Background: an optimization exercise with open tools, aiming at small area, a short achievable clock period and few clock cycles per item. Do not read the settings as production practice. Function not checked in this run: the RTL went through the layout flow alone.

### flow/design.v
package valu_pkg;
  typedef enum logic [1:0] {
    OP_ADD  = 2'd0,
    OP_SUB  = 2'd1,
    OP_MUL  = 2'd2,
    OP_RSVD = 2'd3
  } valu_op_e;
  typedef enum logic [1:0] {
    ST_IDLE  = 2'd0,
    ST_RUN   = 2'd1,
    ST_DRAIN = 2'd2,
    ST_DONE  = 2'd3
  } valu_state_e;
  localparam int unsigned DRAIN_CYCLES = 2;
  typedef struct packed {
    logic overflow;
    logic zero;
    logic negative;
  } valu_flags_t;
  function automatic logic add_overflow(input logic a_msb, input logic b_msb,
                                        input logic r_msb);
    add_overflow = (a_msb == b_msb) && (r_msb != a_msb);
  endfunction
endpackage
module alu
#(
  parameter int vdw_p    = 32,
  parameter int op_len_p = 2
) (
  input  logic        sub_i,
  input  logic        hinit_i,
  input  logic [31:0] a_i,
  input  logic [31:0] b_i,
  input  logic [3:0]  one_i,
  input  logic [3:0]  two_i,
  input  logic [3:0]  neg_i,
  input  logic [31:0] hv_i,
  input  logic [7:0]  hc_i,
  output logic [31:0] sum_o,
  output logic        ovf_o,
  output logic [7:0]  lo_o,
  output logic [31:0] hv_o,
  output logic [7:0]  hc_o
);
  localparam int W = 40;
  logic [31:0] bx;
  assign bx    = b_i ^ {32{sub_i}};
  assign sum_o = a_i + bx + {31'd0, sub_i};
  assign ovf_o = (a_i[31] == bx[31]) & (sum_o[31] != a_i[31]);
  logic [32:0]  a2;
  logic [31:0]  hv;
  logic [7:0]   hc;
  assign a2 = {a_i[31], a_i};
  assign hv = hinit_i ? 32'd0 : hv_i;
  assign hc = hinit_i ? 8'd0  : hc_i;
  logic [32:0] pp0, pp1, pp2, pp3;
  logic [32:0] pp [4];
  always_comb begin
    for (int k = 0; k < 4; k++) begin
      for (int i = 0; i < 33; i++) begin
        logic sel;
        sel = (one_i[k] & a2[i]) | (two_i[k] & ((i == 0) ? 1'b0 : a2[i-1]));
        pp[k][i] = (i == 32) ? ~(sel ^ neg_i[k]) : (sel ^ neg_i[k]);
      end
    end
  end
  assign pp0 = pp[0];
  assign pp1 = pp[1];
  assign pp2 = pp[2];
  assign pp3 = pp[3];
  logic [W-1:0] s4, c4;
  logic t1, t2, t3, t4, t5, t6, t7, t8, t9, t10, t11, t12, t13, t14, t15, t16, t17, t18, t19, t20, t21, t22, t23, t24, t25, t26, t27, t28, t29, t30, t31, t32, t33, t34, t35, t36, t37, t38, t39, t40, t41, t42, t43, t44, t45, t46, t47, t48, t49, t50, t51, t52, t53, t54, t55, t56, t57, t58, t59, t60, t61, t62, t63, t64, t65, t66, t67, t68, t69, t70, t71, t72, t73, t74, t75, t76, t77, t78, t79, t80, t81, t82, t83, t84, t85, t86, t87, t88, t89, t90, t91, t92, t93, t94, t95, t96, t97, t98, t99, t100, t101, t102, t103, t104, t105, t106, t107, t108, t109, t110, t111, t112, t113, t114, t115, t116, t117, t118, t119, t120, t121, t122, t123, t124, t125, t126, t127, t128, t129, t130, t131, t132, t133, t134, t135, t136, t137, t138, t139, t140, t141, t142, t143, t144, t145, t146, t147, t148, t149, t150, t151, t152, t153, t154, t155, t156, t157, t158, t159, t160, t161, t162, t163, t164, t165, t166, t167, t168, t169, t170, t171, t172, t173, t174, t175, t176, t177, t178, t179, t180, t181, t182, t183, t184, t185, t186, t187, t188, t189, t190, t191, t192, t193, t194, t195, t196, t197, t198, t199, t200, t201, t202, t203, t204, t205, t206, t207, t208, t209, t210, t211, t212, t213, t214, t215, t216, t217, t218, t219, t220, t221, t222, t223, t224, t225, t226, t227, t228, t229, t230, t231, t232, t233, t234, t235, t236, t237, t238, t239, t240, t241, t242, t243, t244, t245, t246, t247, t248, t249, t250, t251, t252, t253, t254, t255, t256, t257, t258;
  assign t1 = hv[0] ^ neg_i[0] ^ hc[0];
  assign t2 = (hv[0] & neg_i[0]) | (hv[0] & hc[0]) | (neg_i[0] & hc[0]);
  assign s4[0] = t1;
  assign c4[0] = pp0[0];
  assign t3 = hv[1] ^ t2;
  assign t4 = hv[1] & t2;
  assign s4[1] = t3;
  assign c4[1] = pp0[1];
  assign t5 = hv[2] ^ neg_i[1] ^ t4;
  assign t6 = (hv[2] & neg_i[1]) | (hv[2] & t4) | (neg_i[1] & t4);
  assign t7 = pp0[2] ^ pp1[0];
  assign t8 = pp0[2] & pp1[0];
  assign s4[2] = t7;
  assign c4[2] = t5;
  assign t9 = hv[3] ^ pp0[3] ^ pp1[1];
  assign t10 = (hv[3] & pp0[3]) | (hv[3] & pp1[1]) | (pp0[3] & pp1[1]);
  assign t11 = t8 ^ t6;
  assign t12 = t8 & t6;
  assign s4[3] = t9;
  assign c4[3] = t11;
  assign t13 = hv[4] ^ neg_i[2] ^ hc[1];
  assign t14 = (hv[4] & neg_i[2]) | (hv[4] & hc[1]) | (neg_i[2] & hc[1]);
  assign t15 = t13 ^ pp0[4] ^ pp1[2];
  assign t16 = (t13 & pp0[4]) | (t13 & pp1[2]) | (pp0[4] & pp1[2]);
  assign t17 = pp2[0] ^ t10 ^ t12;
  assign t18 = (pp2[0] & t10) | (pp2[0] & t12) | (t10 & t12);
  assign s4[4] = t15;
  assign c4[4] = t17;
  assign t19 = hv[5] ^ t14 ^ pp0[5];
  assign t20 = (hv[5] & t14) | (hv[5] & pp0[5]) | (t14 & pp0[5]);
  assign t21 = pp1[3] ^ pp2[1] ^ t16;
  assign t22 = (pp1[3] & pp2[1]) | (pp1[3] & t16) | (pp2[1] & t16);
  assign t23 = t19 ^ t18;
  assign t24 = t19 & t18;
  assign s4[5] = t21;
  assign c4[5] = t23;
  assign t25 = hv[6] ^ neg_i[3] ^ pp0[6];
  assign t26 = (hv[6] & neg_i[3]) | (hv[6] & pp0[6]) | (neg_i[3] & pp0[6]);
  assign t27 = pp1[4] ^ pp2[2] ^ pp3[0];
  assign t28 = (pp1[4] & pp2[2]) | (pp1[4] & pp3[0]) | (pp2[2] & pp3[0]);
  assign t29 = t20 ^ t25 ^ t27;
  assign t30 = (t20 & t25) | (t20 & t27) | (t25 & t27);
  assign t31 = t22 ^ t29;
  assign t32 = t22 & t29;
  assign s4[6] = t24;
  assign c4[6] = t31;
  assign t33 = hv[7] ^ pp0[7] ^ pp1[5];
  assign t34 = (hv[7] & pp0[7]) | (hv[7] & pp1[5]) | (pp0[7] & pp1[5]);
  assign t35 = pp2[3] ^ pp3[1] ^ t26;
  assign t36 = (pp2[3] & pp3[1]) | (pp2[3] & t26) | (pp3[1] & t26);
  assign t37 = t28 ^ t33 ^ t30;
  assign t38 = (t28 & t33) | (t28 & t30) | (t33 & t30);
  assign t39 = t35 ^ t32;
  assign t40 = t35 & t32;
  assign s4[7] = t37;
  assign c4[7] = t39;
  assign t41 = hv[8] ^ hc[2] ^ pp0[8];
  assign t42 = (hv[8] & hc[2]) | (hv[8] & pp0[8]) | (hc[2] & pp0[8]);
  assign t43 = pp1[6] ^ pp2[4] ^ pp3[2];
  assign t44 = (pp1[6] & pp2[4]) | (pp1[6] & pp3[2]) | (pp2[4] & pp3[2]);
  assign t45 = t34 ^ t41 ^ t43;
  assign t46 = (t34 & t41) | (t34 & t43) | (t41 & t43);
  assign t47 = t36 ^ t45 ^ t38;
  assign t48 = (t36 & t45) | (t36 & t38) | (t45 & t38);
  assign s4[8] = t40;
  assign c4[8] = t47;
  assign t49 = hv[9] ^ pp0[9] ^ pp1[7];
  assign t50 = (hv[9] & pp0[9]) | (hv[9] & pp1[7]) | (pp0[9] & pp1[7]);
  assign t51 = pp2[5] ^ pp3[3] ^ t42;
  assign t52 = (pp2[5] & pp3[3]) | (pp2[5] & t42) | (pp3[3] & t42);
  assign t53 = t44 ^ t49 ^ t46;
  assign t54 = (t44 & t49) | (t44 & t46) | (t49 & t46);
  assign t55 = t51 ^ t53;
  assign t56 = t51 & t53;
  assign s4[9] = t55;
  assign c4[9] = t48;
  assign t57 = hv[10] ^ pp0[10] ^ pp1[8];
  assign t58 = (hv[10] & pp0[10]) | (hv[10] & pp1[8]) | (pp0[10] & pp1[8]);
  assign t59 = pp2[6] ^ pp3[4] ^ t50;
  assign t60 = (pp2[6] & pp3[4]) | (pp2[6] & t50) | (pp3[4] & t50);
  assign t61 = t57 ^ t52 ^ t59;
  assign t62 = (t57 & t52) | (t57 & t59) | (t52 & t59);
  assign t63 = t54 ^ t61;
  assign t64 = t54 & t61;
  assign s4[10] = t56;
  assign c4[10] = t63;
  assign t65 = hv[11] ^ pp0[11] ^ pp1[9];
  assign t66 = (hv[11] & pp0[11]) | (hv[11] & pp1[9]) | (pp0[11] & pp1[9]);
  assign t67 = pp2[7] ^ pp3[5] ^ t58;
  assign t68 = (pp2[7] & pp3[5]) | (pp2[7] & t58) | (pp3[5] & t58);
  assign t69 = t65 ^ t60 ^ t67;
  assign t70 = (t65 & t60) | (t65 & t67) | (t60 & t67);
  assign t71 = t62 ^ t69;
  assign t72 = t62 & t69;
  assign s4[11] = t64;
  assign c4[11] = t71;
  assign t73 = hv[12] ^ hc[3] ^ pp0[12];
  assign t74 = (hv[12] & hc[3]) | (hv[12] & pp0[12]) | (hc[3] & pp0[12]);
  assign t75 = pp1[10] ^ pp2[8] ^ pp3[6];
  assign t76 = (pp1[10] & pp2[8]) | (pp1[10] & pp3[6]) | (pp2[8] & pp3[6]);
  assign t77 = t66 ^ t73 ^ t75;
  assign t78 = (t66 & t73) | (t66 & t75) | (t73 & t75);
  assign t79 = t68 ^ t77 ^ t70;
  assign t80 = (t68 & t77) | (t68 & t70) | (t77 & t70);
  assign s4[12] = t72;
  assign c4[12] = t79;
  assign t81 = hv[13] ^ pp0[13] ^ pp1[11];
  assign t82 = (hv[13] & pp0[13]) | (hv[13] & pp1[11]) | (pp0[13] & pp1[11]);
  assign t83 = pp2[9] ^ pp3[7] ^ t74;
  assign t84 = (pp2[9] & pp3[7]) | (pp2[9] & t74) | (pp3[7] & t74);
  assign t85 = t76 ^ t81 ^ t78;
  assign t86 = (t76 & t81) | (t76 & t78) | (t81 & t78);
  assign t87 = t83 ^ t85;
  assign t88 = t83 & t85;
  assign s4[13] = t87;
  assign c4[13] = t80;
  assign t89 = hv[14] ^ pp0[14] ^ pp1[12];
  assign t90 = (hv[14] & pp0[14]) | (hv[14] & pp1[12]) | (pp0[14] & pp1[12]);
  assign t91 = pp2[10] ^ pp3[8] ^ t82;
  assign t92 = (pp2[10] & pp3[8]) | (pp2[10] & t82) | (pp3[8] & t82);
  assign t93 = t89 ^ t84 ^ t91;
  assign t94 = (t89 & t84) | (t89 & t91) | (t84 & t91);
  assign t95 = t86 ^ t93;
  assign t96 = t86 & t93;
  assign s4[14] = t88;
  assign c4[14] = t95;
  assign t97 = hv[15] ^ pp0[15] ^ pp1[13];
  assign t98 = (hv[15] & pp0[15]) | (hv[15] & pp1[13]) | (pp0[15] & pp1[13]);
  assign t99 = pp2[11] ^ pp3[9] ^ t90;
  assign t100 = (pp2[11] & pp3[9]) | (pp2[11] & t90) | (pp3[9] & t90);
  assign t101 = t97 ^ t92 ^ t99;
  assign t102 = (t97 & t92) | (t97 & t99) | (t92 & t99);
  assign t103 = t94 ^ t101;
  assign t104 = t94 & t101;
  assign s4[15] = t96;
  assign c4[15] = t103;
  assign t105 = hv[16] ^ hc[4] ^ pp0[16];
  assign t106 = (hv[16] & hc[4]) | (hv[16] & pp0[16]) | (hc[4] & pp0[16]);
  assign t107 = pp1[14] ^ pp2[12] ^ pp3[10];
  assign t108 = (pp1[14] & pp2[12]) | (pp1[14] & pp3[10]) | (pp2[12] & pp3[10]);
  assign t109 = t98 ^ t105 ^ t107;
  assign t110 = (t98 & t105) | (t98 & t107) | (t105 & t107);
  assign t111 = t100 ^ t109 ^ t102;
  assign t112 = (t100 & t109) | (t100 & t102) | (t109 & t102);
  assign s4[16] = t104;
  assign c4[16] = t111;
  assign t113 = hv[17] ^ pp0[17] ^ pp1[15];
  assign t114 = (hv[17] & pp0[17]) | (hv[17] & pp1[15]) | (pp0[17] & pp1[15]);
  assign t115 = pp2[13] ^ pp3[11] ^ t106;
  assign t116 = (pp2[13] & pp3[11]) | (pp2[13] & t106) | (pp3[11] & t106);
  assign t117 = t108 ^ t113 ^ t110;
  assign t118 = (t108 & t113) | (t108 & t110) | (t113 & t110);
  assign t119 = t115 ^ t117;
  assign t120 = t115 & t117;
  assign s4[17] = t119;
  assign c4[17] = t112;
  assign t121 = hv[18] ^ pp0[18] ^ pp1[16];
  assign t122 = (hv[18] & pp0[18]) | (hv[18] & pp1[16]) | (pp0[18] & pp1[16]);
  assign t123 = pp2[14] ^ pp3[12] ^ t114;
  assign t124 = (pp2[14] & pp3[12]) | (pp2[14] & t114) | (pp3[12] & t114);
  assign t125 = t121 ^ t116 ^ t123;
  assign t126 = (t121 & t116) | (t121 & t123) | (t116 & t123);
  assign t127 = t118 ^ t125;
  assign t128 = t118 & t125;
  assign s4[18] = t120;
  assign c4[18] = t127;
  assign t129 = hv[19] ^ pp0[19] ^ pp1[17];
  assign t130 = (hv[19] & pp0[19]) | (hv[19] & pp1[17]) | (pp0[19] & pp1[17]);
  assign t131 = pp2[15] ^ pp3[13] ^ t122;
  assign t132 = (pp2[15] & pp3[13]) | (pp2[15] & t122) | (pp3[13] & t122);
  assign t133 = t129 ^ t124 ^ t131;
  assign t134 = (t129 & t124) | (t129 & t131) | (t124 & t131);
  assign t135 = t126 ^ t133;
  assign t136 = t126 & t133;
  assign s4[19] = t128;
  assign c4[19] = t135;
  assign t137 = hv[20] ^ hc[5] ^ pp0[20];
  assign t138 = (hv[20] & hc[5]) | (hv[20] & pp0[20]) | (hc[5] & pp0[20]);
  assign t139 = pp1[18] ^ pp2[16] ^ pp3[14];
  assign t140 = (pp1[18] & pp2[16]) | (pp1[18] & pp3[14]) | (pp2[16] & pp3[14]);
  assign t141 = t130 ^ t137 ^ t139;
  assign t142 = (t130 & t137) | (t130 & t139) | (t137 & t139);
  assign t143 = t132 ^ t141 ^ t134;
  assign t144 = (t132 & t141) | (t132 & t134) | (t141 & t134);
  assign s4[20] = t136;
  assign c4[20] = t143;
  assign t145 = hv[21] ^ pp0[21] ^ pp1[19];
  assign t146 = (hv[21] & pp0[21]) | (hv[21] & pp1[19]) | (pp0[21] & pp1[19]);
  assign t147 = pp2[17] ^ pp3[15] ^ t138;
  assign t148 = (pp2[17] & pp3[15]) | (pp2[17] & t138) | (pp3[15] & t138);
  assign t149 = t140 ^ t145 ^ t142;
  assign t150 = (t140 & t145) | (t140 & t142) | (t145 & t142);
  assign t151 = t147 ^ t149;
  assign t152 = t147 & t149;
  assign s4[21] = t151;
  assign c4[21] = t144;
  assign t153 = hv[22] ^ pp0[22] ^ pp1[20];
  assign t154 = (hv[22] & pp0[22]) | (hv[22] & pp1[20]) | (pp0[22] & pp1[20]);
  assign t155 = pp2[18] ^ pp3[16] ^ t146;
  assign t156 = (pp2[18] & pp3[16]) | (pp2[18] & t146) | (pp3[16] & t146);
  assign t157 = t153 ^ t148 ^ t155;
  assign t158 = (t153 & t148) | (t153 & t155) | (t148 & t155);
  assign t159 = t150 ^ t157;
  assign t160 = t150 & t157;
  assign s4[22] = t152;
  assign c4[22] = t159;
  assign t161 = hv[23] ^ pp0[23] ^ pp1[21];
  assign t162 = (hv[23] & pp0[23]) | (hv[23] & pp1[21]) | (pp0[23] & pp1[21]);
  assign t163 = pp2[19] ^ pp3[17] ^ t154;
  assign t164 = (pp2[19] & pp3[17]) | (pp2[19] & t154) | (pp3[17] & t154);
  assign t165 = t161 ^ t156 ^ t163;
  assign t166 = (t161 & t156) | (t161 & t163) | (t156 & t163);
  assign t167 = t158 ^ t165;
  assign t168 = t158 & t165;
  assign s4[23] = t160;
  assign c4[23] = t167;
  assign t169 = hv[24] ^ hc[6] ^ pp0[24];
  assign t170 = (hv[24] & hc[6]) | (hv[24] & pp0[24]) | (hc[6] & pp0[24]);
  assign t171 = pp1[22] ^ pp2[20] ^ pp3[18];
  assign t172 = (pp1[22] & pp2[20]) | (pp1[22] & pp3[18]) | (pp2[20] & pp3[18]);
  assign t173 = t162 ^ t169 ^ t171;
  assign t174 = (t162 & t169) | (t162 & t171) | (t169 & t171);
  assign t175 = t164 ^ t173 ^ t166;
  assign t176 = (t164 & t173) | (t164 & t166) | (t173 & t166);
  assign s4[24] = t168;
  assign c4[24] = t175;
  assign t177 = hv[25] ^ pp0[25] ^ pp1[23];
  assign t178 = (hv[25] & pp0[25]) | (hv[25] & pp1[23]) | (pp0[25] & pp1[23]);
  assign t179 = pp2[21] ^ pp3[19] ^ t170;
  assign t180 = (pp2[21] & pp3[19]) | (pp2[21] & t170) | (pp3[19] & t170);
  assign t181 = t172 ^ t177 ^ t174;
  assign t182 = (t172 & t177) | (t172 & t174) | (t177 & t174);
  assign t183 = t179 ^ t181;
  assign t184 = t179 & t181;
  assign s4[25] = t183;
  assign c4[25] = t176;
  assign t185 = hv[26] ^ pp0[26] ^ pp1[24];
  assign t186 = (hv[26] & pp0[26]) | (hv[26] & pp1[24]) | (pp0[26] & pp1[24]);
  assign t187 = pp2[22] ^ pp3[20] ^ t178;
  assign t188 = (pp2[22] & pp3[20]) | (pp2[22] & t178) | (pp3[20] & t178);
  assign t189 = t185 ^ t180 ^ t187;
  assign t190 = (t185 & t180) | (t185 & t187) | (t180 & t187);
  assign t191 = t182 ^ t189;
  assign t192 = t182 & t189;
  assign s4[26] = t184;
  assign c4[26] = t191;
  assign t193 = hv[27] ^ pp0[27] ^ pp1[25];
  assign t194 = (hv[27] & pp0[27]) | (hv[27] & pp1[25]) | (pp0[27] & pp1[25]);
  assign t195 = pp2[23] ^ pp3[21] ^ t186;
  assign t196 = (pp2[23] & pp3[21]) | (pp2[23] & t186) | (pp3[21] & t186);
  assign t197 = t193 ^ t188 ^ t195;
  assign t198 = (t193 & t188) | (t193 & t195) | (t188 & t195);
  assign t199 = t190 ^ t197;
  assign t200 = t190 & t197;
  assign s4[27] = t192;
  assign c4[27] = t199;
  assign t201 = hv[28] ^ hc[7] ^ pp0[28];
  assign t202 = (hv[28] & hc[7]) | (hv[28] & pp0[28]) | (hc[7] & pp0[28]);
  assign t203 = pp1[26] ^ pp2[24] ^ pp3[22];
  assign t204 = (pp1[26] & pp2[24]) | (pp1[26] & pp3[22]) | (pp2[24] & pp3[22]);
  assign t205 = t194 ^ t201 ^ t203;
  assign t206 = (t194 & t201) | (t194 & t203) | (t201 & t203);
  assign t207 = t196 ^ t205 ^ t198;
  assign t208 = (t196 & t205) | (t196 & t198) | (t205 & t198);
  assign s4[28] = t200;
  assign c4[28] = t207;
  assign t209 = hv[29] ^ pp0[29] ^ pp1[27];
  assign t210 = (hv[29] & pp0[29]) | (hv[29] & pp1[27]) | (pp0[29] & pp1[27]);
  assign t211 = pp2[25] ^ pp3[23] ^ t202;
  assign t212 = (pp2[25] & pp3[23]) | (pp2[25] & t202) | (pp3[23] & t202);
  assign t213 = t204 ^ t209 ^ t206;
  assign t214 = (t204 & t209) | (t204 & t206) | (t209 & t206);
  assign t215 = t211 ^ t213;
  assign t216 = t211 & t213;
  assign s4[29] = t215;
  assign c4[29] = t208;
  assign t217 = hv[30] ^ pp0[30] ^ pp1[28];
  assign t218 = (hv[30] & pp0[30]) | (hv[30] & pp1[28]) | (pp0[30] & pp1[28]);
  assign t219 = pp2[26] ^ pp3[24] ^ t210;
  assign t220 = (pp2[26] & pp3[24]) | (pp2[26] & t210) | (pp3[24] & t210);
  assign t221 = t217 ^ t212 ^ t219;
  assign t222 = (t217 & t212) | (t217 & t219) | (t212 & t219);
  assign t223 = t214 ^ t221;
  assign t224 = t214 & t221;
  assign s4[30] = t216;
  assign c4[30] = t223;
  assign t225 = hv[31] ^ pp0[31] ^ pp1[29];
  assign t226 = (hv[31] & pp0[31]) | (hv[31] & pp1[29]) | (pp0[31] & pp1[29]);
  assign t227 = pp2[27] ^ pp3[25] ^ t218;
  assign t228 = (pp2[27] & pp3[25]) | (pp2[27] & t218) | (pp3[25] & t218);
  assign t229 = t225 ^ t220 ^ t227;
  assign t230 = (t225 & t220) | (t225 & t227) | (t220 & t227);
  assign t231 = t222 ^ t229;
  assign t232 = t222 & t229;
  assign s4[31] = t224;
  assign c4[31] = t231;
  assign t233 = ~hv[31] ^ pp0[32] ^ pp1[30];
  assign t234 = (~hv[31] & pp0[32]) | (~hv[31] & pp1[30]) | (pp0[32] & pp1[30]);
  assign t235 = pp2[28] ^ pp3[26] ^ t226;
  assign t236 = (pp2[28] & pp3[26]) | (pp2[28] & t226) | (pp3[26] & t226);
  assign t237 = t233 ^ t228 ^ t235;
  assign t238 = (t233 & t228) | (t233 & t235) | (t228 & t235);
  assign t239 = t230 ^ t237;
  assign t240 = t230 & t237;
  assign s4[32] = t232;
  assign c4[32] = t239;
  assign t241 = 1'b1 ^ pp1[31] ^ pp2[29];
  assign t242 = (1'b1 & pp1[31]) | (1'b1 & pp2[29]) | (pp1[31] & pp2[29]);
  assign t243 = pp3[27] ^ t234 ^ t241;
  assign t244 = (pp3[27] & t234) | (pp3[27] & t241) | (t234 & t241);
  assign t245 = t236 ^ t243 ^ t238;
  assign t246 = (t236 & t243) | (t236 & t238) | (t243 & t238);
  assign s4[33] = t240;
  assign c4[33] = t245;
  assign t247 = pp1[32] ^ pp2[30] ^ pp3[28];
  assign t248 = (pp1[32] & pp2[30]) | (pp1[32] & pp3[28]) | (pp2[30] & pp3[28]);
  assign t249 = t242 ^ t247 ^ t244;
  assign t250 = (t242 & t247) | (t242 & t244) | (t247 & t244);
  assign s4[34] = t249;
  assign c4[34] = t246;
  assign t251 = 1'b1 ^ pp2[31] ^ pp3[29];
  assign t252 = (1'b1 & pp2[31]) | (1'b1 & pp3[29]) | (pp2[31] & pp3[29]);
  assign t253 = t248 ^ t251;
  assign t254 = t248 & t251;
  assign s4[35] = t253;
  assign c4[35] = t250;
  assign t255 = pp2[32] ^ pp3[30] ^ t252;
  assign t256 = (pp2[32] & pp3[30]) | (pp2[32] & t252) | (pp3[30] & t252);
  assign s4[36] = t254;
  assign c4[36] = t255;
  assign t257 = 1'b1 ^ pp3[31];
  assign t258 = 1'b1 & pp3[31];
  assign s4[37] = t257;
  assign c4[37] = t256;
  assign s4[38] = pp3[32];
  assign c4[38] = t258;
  assign s4[39] = 1'b1;
  assign c4[39] = 1'b0;
  logic [4:0] n0, n1a, n1b;
  logic [4:0] blk [8];
  assign n0  = {1'b0, s4[3:0]} + {1'b0, c4[3:0]};
  assign n1a = {1'b0, s4[7:4]} + {1'b0, c4[7:4]};
  assign n1b = {1'b0, s4[7:4]} + {1'b0, c4[7:4]} + 5'd1;
  always_comb begin
    for (int b = 0; b < 8; b++)
      blk[b] = {1'b0, s4[8+4*b +: 4]} + {1'b0, c4[8+4*b +: 4]};
  end
  logic [4:0] n1;
  assign n1   = n0[4] ? n1b : n1a;
  assign lo_o = {n1[3:0], n0[3:0]};
  always_comb begin
    hc_o[0] = n1[4];
    for (int b = 0; b < 8; b++) begin
      hv_o[4*b +: 4] = blk[b][3:0];
      if (b < 7) hc_o[b+1] = blk[b][4];
    end
  end
endmodule
module valu_seq
#(
  parameter int vdw_p    = 32,
  parameter int op_len_p = 2,
  parameter int vlen_p   = 16,
  parameter int vregs_p  = 8
) (
  input  logic                         clk_i,
  input  logic                         reset_n_i,
  input  logic                         cmd_v_i,
  output logic                         cmd_ready_o,
  input  logic [op_len_p-1:0]          cmd_op_i,
  input  logic [$clog2(vlen_p+1)-1:0]  cmd_len_i,
  input  logic [$clog2(vregs_p)-1:0]   cmd_vd_i,
  input  logic [$clog2(vregs_p)-1:0]   cmd_vs1_i,
  input  logic [$clog2(vregs_p)-1:0]   cmd_vs2_i,
  output logic                         rd_v_o,
  output logic [$clog2(vregs_p)-1:0]   rd_reg_a_o,
  output logic [$clog2(vregs_p)-1:0]   rd_reg_b_o,
  output logic [$clog2(vlen_p)-1:0]    rd_el_o,
  input  logic [vdw_p-1:0]             rd_a_i,
  input  logic [vdw_p-1:0]             rd_b_i,
  output logic                         wr_v_o,
  output logic [$clog2(vregs_p)-1:0]   wr_reg_o,
  output logic [$clog2(vlen_p)-1:0]    wr_el_o,
  output logic [vdw_p-1:0]             wr_data_o,
  output logic                         done_o,
  output logic                         flag_overflow_o,
  output logic                         flag_zero_o,
  output logic                         flag_negative_o
);
  localparam int LW = $clog2(vlen_p+1);
  localparam int EW = $clog2(vlen_p);
  localparam int RW = $clog2(vregs_p);
  logic          busy_q, rdv_q, nrdy_q, l0_q, mul_q, sub_q;
  logic [1:0]    bub_q, j_q;
  logic [EW-1:0] el_q;
  logic [RW-1:0] vd_q, vs1_q, vs2_q;
  logic          accept, go, fin_it, finish;
  logic          busy_n, l0_n, mul_n;
  logic [1:0]    bub_n, j_n;
  logic [EW-1:0] el_n;
  assign cmd_ready_o = ~nrdy_q;
  assign accept      = cmd_v_i & ~nrdy_q;
  assign rd_v_o      = rdv_q;
  assign rd_reg_a_o  = vs1_q;
  assign rd_reg_b_o  = vs2_q;
  assign rd_el_o     = el_q;
  assign go     = busy_q & (bub_q == 2'd0);
  assign fin_it = ~mul_q | (j_q == 2'd3);
  assign finish = go & (l0_q | ((el_q == '0) & fin_it));
  always_comb begin
    busy_n = busy_q;
    bub_n  = bub_q;
    el_n   = el_q;
    j_n    = j_q;
    l0_n   = l0_q;
    mul_n  = mul_q;
    if (busy_q && bub_q != 2'd0) begin
      bub_n = bub_q - 2'd1;
    end else if (go) begin
      if (finish) busy_n = 1'b0;
      if (fin_it) begin
        el_n = el_q - EW'(1);
        j_n  = 2'd0;
      end else begin
        j_n  = j_q + 2'd1;
      end
    end
    if (accept) begin
      busy_n = 1'b1;
      l0_n   = (cmd_len_i == '0);
      mul_n  = (cmd_op_i == 2'd2);
      el_n   = EW'(cmd_len_i - LW'(1));
      j_n    = 2'd0;
      bub_n  = (cmd_len_i == LW'(1)) ? 2'd2 :
               (cmd_len_i == LW'(2)) ? 2'd1 : 2'd0;
    end
  end
  always_ff @(posedge clk_i or negedge reset_n_i) begin
    if (!reset_n_i) begin
      busy_q <= 1'b0;
      rdv_q  <= 1'b0;
      nrdy_q <= 1'b0;
    end else begin
      busy_q <= busy_n;
      rdv_q  <= busy_n & (bub_n == 2'd0) & ~l0_n;
      nrdy_q <= ~(~busy_n | ((bub_n == 2'd0) &
                 (l0_n | ((el_n == '0) & (~mul_n | (j_n == 2'd3))))));
    end
  end
  always_ff @(posedge clk_i) begin
    bub_q <= bub_n;
    el_q  <= el_n;
    j_q   <= j_n;
    l0_q  <= l0_n;
    mul_q <= mul_n;
    if (accept) begin
      sub_q <= (cmd_op_i == 2'd1);
      vd_q  <= cmd_vd_i;
      vs1_q <= cmd_vs1_i;
      vs2_q <= cmd_vs2_i;
    end
  end
  logic          c_wv, c_last, c_mul, c_sub;
  logic [1:0]    c_j;
  logic [EW-1:0] c_el;
  logic [RW-1:0] c_vd;
  always_ff @(posedge clk_i or negedge reset_n_i) begin
    if (!reset_n_i) begin
      c_wv   <= 1'b0;
      c_last <= 1'b0;
    end else begin
      c_wv   <= go & ~l0_q & fin_it;
      c_last <= finish & busy_q;
    end
  end
  always_ff @(posedge clk_i) begin
    c_mul <= mul_q;
    c_sub <= sub_q;
    c_j   <= j_q;
    c_el  <= el_q;
    c_vd  <= vd_q;
  end
  logic          x_wv, x_last, x_mul, x_sub, x_hinit;
  logic [EW-1:0] x_el;
  logic [RW-1:0] x_vd;
  logic [31:0]   a_q, b_q;
  logic [8:0]    dig;
  logic [3:0]    one_d, two_d, neg_d, one_q, two_q, neg_q;
  always_comb begin
    case (c_j)
      2'd0:    dig = {rd_b_i[7:0], 1'b0};
      2'd1:    dig = rd_b_i[15:7];
      2'd2:    dig = rd_b_i[23:15];
      default: dig = rd_b_i[31:23];
    endcase
    for (int k = 0; k < 4; k++) begin
      one_d[k] = dig[2*k+1] ^ dig[2*k];
      two_d[k] = (dig[2*k+2] & ~dig[2*k+1] & ~dig[2*k]) |
                 (~dig[2*k+2] & dig[2*k+1] & dig[2*k]);
      neg_d[k] = dig[2*k+2];
    end
  end
  always_ff @(posedge clk_i or negedge reset_n_i) begin
    if (!reset_n_i) begin
      x_wv   <= 1'b0;
      x_last <= 1'b0;
    end else begin
      x_wv   <= c_wv;
      x_last <= c_last;
    end
  end
  always_ff @(posedge clk_i) begin
    a_q     <= rd_a_i;
    b_q     <= rd_b_i;
    one_q   <= one_d;
    two_q   <= two_d;
    neg_q   <= neg_d;
    x_mul   <= c_mul;
    x_sub   <= c_sub;
    x_hinit <= (c_j == 2'd0);
    x_el    <= c_el;
    x_vd    <= c_vd;
  end
  logic [31:0] sum, hv, h_q;
  logic [7:0]  lo;
  logic [7:0]  hc, hc_q;
  logic        sum_ovf;
  logic [31:0] r_q;
  alu #(
    .vdw_p    (vdw_p),
    .op_len_p (op_len_p)
  ) u_alu (
    .sub_i   (x_sub),
    .hinit_i (x_hinit),
    .a_i     (a_q),
    .b_i     (b_q),
    .one_i   (one_q),
    .two_i   (two_q),
    .neg_i   (neg_q),
    .hv_i    (h_q),
    .hc_i    (hc_q),
    .sum_o   (sum),
    .ovf_o   (sum_ovf),
    .lo_o    (lo),
    .hv_o    (hv),
    .hc_o    (hc)
  );
  logic          w_wv, w_last, w_mul, w_aovf, done_q;
  logic [EW-1:0] w_el;
  logic [RW-1:0] w_vd;
  logic          acc_ovf_q, acc_zero_q, acc_neg_q;
  always_ff @(posedge clk_i or negedge reset_n_i) begin
    if (!reset_n_i) begin
      w_wv   <= 1'b0;
      w_last <= 1'b0;
    end else begin
      w_wv   <= x_wv;
      w_last <= x_last;
    end
  end
  always_ff @(posedge clk_i) begin
    h_q    <= hv;
    hc_q   <= hc;
    r_q    <= x_mul ? {lo, r_q[31:8]} : sum;
    w_aovf <= sum_ovf;
    w_mul  <= x_mul;
    w_el   <= x_el;
    w_vd   <= x_vd;
  end
  assign wr_v_o    = w_wv;
  assign wr_reg_o  = w_vd;
  assign wr_el_o   = w_el;
  assign wr_data_o = r_q;
  logic [31:0] hi;
  logic e_ovf, e_zero, e_neg;
  logic b_ovf, b_zero, b_neg;
  logic [31:0] hcw;
  always_comb begin
    hcw = '0;
    for (int m = 0; m < 8; m++) hcw[4*m] = hc_q[m];
  end
  assign hi = h_q + hcw;
  assign e_ovf  = w_mul ? ~((&hi & r_q[31]) | ~(|hi | r_q[31])) : w_aovf;
  assign e_zero = (r_q == '0);
  assign e_neg  = r_q[31];
  assign b_ovf  = done_q ? 1'b0 : acc_ovf_q;
  assign b_zero = done_q ? 1'b1 : acc_zero_q;
  assign b_neg  = done_q ? 1'b0 : acc_neg_q;
  always_ff @(posedge clk_i or negedge reset_n_i) begin
    if (!reset_n_i) begin
      done_q     <= 1'b0;
      acc_ovf_q  <= 1'b0;
      acc_zero_q <= 1'b1;
      acc_neg_q  <= 1'b0;
    end else begin
      done_q     <= w_last;
      acc_ovf_q  <= b_ovf  | (w_wv & e_ovf);
      acc_zero_q <= b_zero & (~w_wv | e_zero);
      acc_neg_q  <= b_neg  | (w_wv & e_neg);
    end
  end
  assign done_o          = done_q;
  assign flag_overflow_o = acc_ovf_q;
  assign flag_zero_o     = acc_zero_q;
  assign flag_negative_o = acc_neg_q;
endmodule
### flow/flow/run.sh
#!/bin/bash
# The standard layout (standard.sh) with two changes to how it is made:
#  - ORFS's repair_timing is asked for extra setup slack beyond the clock
#    constraint (SETUP_SLACK_MARGIN, ns), so it keeps improving paths that
#    already meet the constraint;
#  - the port buffers that ORFS's buffer_ports puts on every input and
#    output use a plain buffer cell (buf_1) instead of its default choice.
# Constraints, clock period and all steps are the standard flow's.
set -euo pipefail
export SETUP_SLACK_MARGIN=8.0
export BUFFER_PORTS_ARGS="-buffer_cell sky130_fd_sc_hd__buf_1"
bash standard.sh > standard_finish.log 2>&1
### flow/standard.sh
#!/bin/bash
# synth_recipe.tcl (not shown) runs the flow's synth.tcl, then flattens the netlist and writes it again
# the make line also repeats each setting of config.mk as NAME=value (left out here)
make -C /OpenROAD-flow-scripts/flow DESIGN_CONFIG=/design/flow/config.mk WORK_HOME=/design/flow/orfs CLKGATE_MAP_FILE= SYNTH_SCRIPT=/design/flow/synth_recipe.tcl "${@:-finish}"
### flow/config.mk
export PLATFORM = sky130hd
export DESIGN_NAME = valu_seq
export DESIGN_NICKNAME = valu_seq
export VERILOG_FILES = /design/flow/design.v
export SDC_FILE = /design/flow/constraint.sdc
export NUM_CORES = 4
export LEC_CHECK = 0
export CAP_MARGIN = 20
export CORE_MARGIN = 2
export CORE_UTILIZATION = 45
export SLEW_MARGIN = 20
export TNS_END_PERCENT = 3
### flow/constraint.sdc
create_clock -name core_clock -period 11.5 [get_ports {clk_i}]
set_input_delay 2.3000 -clock core_clock [delete_from_list [all_inputs] [get_ports {clk_i}]]
set_output_delay 2.3000 -clock core_clock [all_outputs]
set_load 0.01 [all_outputs]
==> flow_summary_export.csv <==
group,metric,value,unit
timing,slew_violations,0,
drt,drt-initial-drc-count,815,
drt,vias,12100,
timing,hold_violations,0,
place,post_dp_cell_area,16300,µm²
synthesis,synth_edf_count,10,
worst_setup_path,critPathRequiredTime,11.91,ns
global_routing,gr-total-overflow,0,
floorplan,fp.dieArea,35900,µm²
drt,firstDrtPassIters,6,
worst_setup_path,arrival,4.09,ns
synthesis,synthFlopType,"dfxtp_1",
drt,routedWlPerCell,19.4,µm
synthesis,synth.most_common_cell,"dfxtp_1",
worst_setup_path,crit_chain,"buf_12 -> nand2b_4 -> fa_2 -> inv_1 -> ha_1 -> inv_1 -> fa_2 -> inv_2 -> ha_4 -> fa_1 -> ha_2 -> fa_1 -> ha_1 -> mux2_2 -> nor2_1 -> a21oi_1",
worst_setup_path,cpMaxStageDelayCell,"fa_1",
synthesis,yosys-top-cells-area,"dfxtp_1 24%, fa_1 14%, ha_1 9.3%",
synthesis,postSynthRegisterBits,211,
finish,seq_area,4450,µm²
synthesis,postSynthAreaPerCell,9.48,µm²
place,place_congestion,0.929,
clock_tree,cts.htree.levels,1,
worst_setup_path,critical_path_class,"reg2reg",
run_status,outcome,"finished clean",
clock_tree,clockRootBuffer,"clkbuf_16",
clock_tree,clockBufferDepth,3,
timing,fin_skew,0.0156,ns
finish,instances_no_fill,2204,
clock_tree,clock_latency,0.54,ns
clock_tree,clk_pin_slew,0.06,ns
finish,nFillCells,3118,
global_routing,grt_pass1_vias,12100,
synthesis,synth_commonest_cells,"188 x dfxtp_1, 170 x inv_1, 128 x xnor2_1",
finish,utilization,53.1,%
drt,routed_via_density,5.51,
global_routing,antenna_found_initial,1,
timing,finalCritPeriodShare,32.0,%
clock_tree,clock_sinks,211,
global_routing,grt_max_degree,57,
floorplan,dieHeight,190,µm
timing,tightestPinTransition,0.717,ns
place,post-dp-hpwl,32.2,mm
synthesis,netlist.area_leader.share,24.3,%
global_routing,grt_pass1_wl,66.8,mm
clock_tree,cts_tree,"done",
floorplan,die_w,190,µm
place,io_buffer_count,138,
floorplan,start_util,46.0,%
hold_path,min_path_type,"reg2reg",
drt,drc,0,
floorplan,core,33700,µm²
timing,relSlewSlack,52.2,%
timing,fmax,272,MHz
worst_setup_path,cp-start-kind,"register",
synthesis,syn_nets,1944,
synthesis,yosys.area.top_type,"dfxtp_1",
drt,ant_nets,0,
clock_tree,cts_buffers,24,
finish,drive_above_1_share,11.2,%
finish,fin_area,17900,µm²
finish,multi_input_area,10300,µm²
worst_setup_path,crit_path_end_kind,"register",
synthesis,yosys_warnings,4,
synthesis,syn_area,15500,µm²
finish,area_delta_synth_final,15.4,%
floorplan,fp-row-count,67,
global_routing,grt_use_total,23.6,%
timing,worst_slack,7.82,ns
synthesis,ys_types,72,
timing,hold_ws,0.326,ns
finish,finalNetCount,2046,
synthesis,syn-instance-count,1635,
worst_setup_path,crit_fanout,4,
synthesis,synthArstFlopShare,6.16,%
floorplan,pin_count,139,
timing,setup_violations,0,
timing,grt_setup_unrepaired,"true",
timing,period_minus_slack,3.68,ns
drt,drt_wl_total,42.8,mm
worst_setup_path,critPathMaxStageDelay,0.55,ns
synthesis,ys_seq_area_share,28.3,%
place,dp_cells,2131,
place,preCtsSetupSlack,7.20,ns
timing,tns,0,ns
job,drv_cap,0,
==> registers in the layout, indices dropped and copies added, names as in the netlist, 4 cells and up <==
register and count:
a_q 32, b_q 32, c_el 4, el_q 4, h_q 32, hc_q 8
neg_q 4, one_q 4, r_q 32, two_q 4, w_el 4, x_el 4
==> final timing paths <==
| check | slack, ns | from | end | cells past startpoint |
|---|---|---|---|---|
| max reg2reg | 7.82 | x_hinit$_DFF_P_ | r_q[29]$_DFF_P_ | 16 |
| min | 0.33 | c_mul$_DFF_P_ | x_mul$_DFF_P_ | 0 |
| max in group asynchronous | 9.26 | reset_n_i | c_last$_DFF_PN0_ | 1 |
| max | 7.82 | x_hinit$_DFF_P_ | r_q[29]$_DFF_P_ | 16 |
| min in group asynchronous | 1.78 | reset_n_i | nrdy_q$_DFF_PN0_ | 1 |
| min reg2reg | 0.33 | c_mul$_DFF_P_ | x_mul$_DFF_P_ | 0 |
==> routing by layer <==
layer | wire length, µm | global-route usage, % | vias up
li1 | - | - | 5788
met3 | 2810 | 3.87 | 59
met5 | 0 | 0 | -
met2 | 20200 | 38.8 | 377
met1 | 18700 | 32.2 | 5912
met4 | 1090 | 6.71 | 0
==> placed cells by master (no fill, tap or decap), types with 19 or more instances in the layout <==
cell type,n
a21o_1,24
a21oi_1,49
a22oi_1,127
buf_1,138
buf_4,25
clkbuf_16,26
dfxtp_1,153
dfxtp_2,28
fa_1,95
ha_1,105
inv_1,167
nand2_1,80
nand2b_1,43
nand3_1,23
nand4_1,19
nor2_1,52
o21ai_0,73
xnor2_1,127
xor2_1,111
==> critical path: cells and delay by family, from the launching register on <==
family | cells | cell delay (ns)
AO/OA/AOI/OAI | 1 | 0.05
buffers and inverters | 4 | 0.31
flip-flops | 1 | 0.35
multiplexers | 1 | 0.26
adder cells (fa/ha/maj) | 8 | 2.36
AND/OR/NAND/NOR | 2 | 0.23
==> what timing repair did <==
item                                    4_1_cts  5_1_grt
endpoints found under the setup margin       54       48
buffers inserted                              7       18
cloned                                        2        1
pin swaps                                     5       12
hold buffers                                  0        0
resized for setup                            39       79
==> cell type report <==
class,count,area share (%)
diodes,1,0.0140
clock buffers,30,3.83
clock inverters,14,0.986
inverters,172,3.69
multi-input cells,1148,57.6
flip-flops and latches,211,24.9
well taps,448,3.13
repair buffers,180,5.85
==> cell families (layout without fill, tap and decap cells) <==
group                    Yosys count  after routing  share of synthesized area, %
AND/OR/NAND/NOR                  309            309                          10.5
flip-flops                       211            211                          28.3
multiplexers                      16             16                          1.73
XOR/XNOR                         240            240                          13.6
AO/OA/AOI/OAI                    357            357                          15.4
other                              0              1                             0
adder cells (fa/ha/maj)          226            226                          23.6
buffers and inverters            276            396                          6.86

==> re-timing with driven ports <==
No port has a modelled driver above. Below, the same layout with a new extraction and two added sets of constraints. Step 1, drivers: a clkbuf_16 drives clk_i and a buf_2 each remaining input, both assumed. Step 2 moves the port delays by t, midway between the first and last clock arrival at a register: inputs arrive t later, outputs are due t later. That takes back most of the time a late clock gives input paths. Slacks: no drivers / after step 1 / after step 2; pairs: no drivers / after step 1.
t (ns): 0.583
slack for setup (ns): 7.819 / 7.819 / 7.556
worst register clock-pin slew, ns: 0.07 / 0.07
After both steps this run still meets setup and hold. For this run, drivers alone change the setup slack by 0.000 ns; drivers and shift together by -0.263 ns.
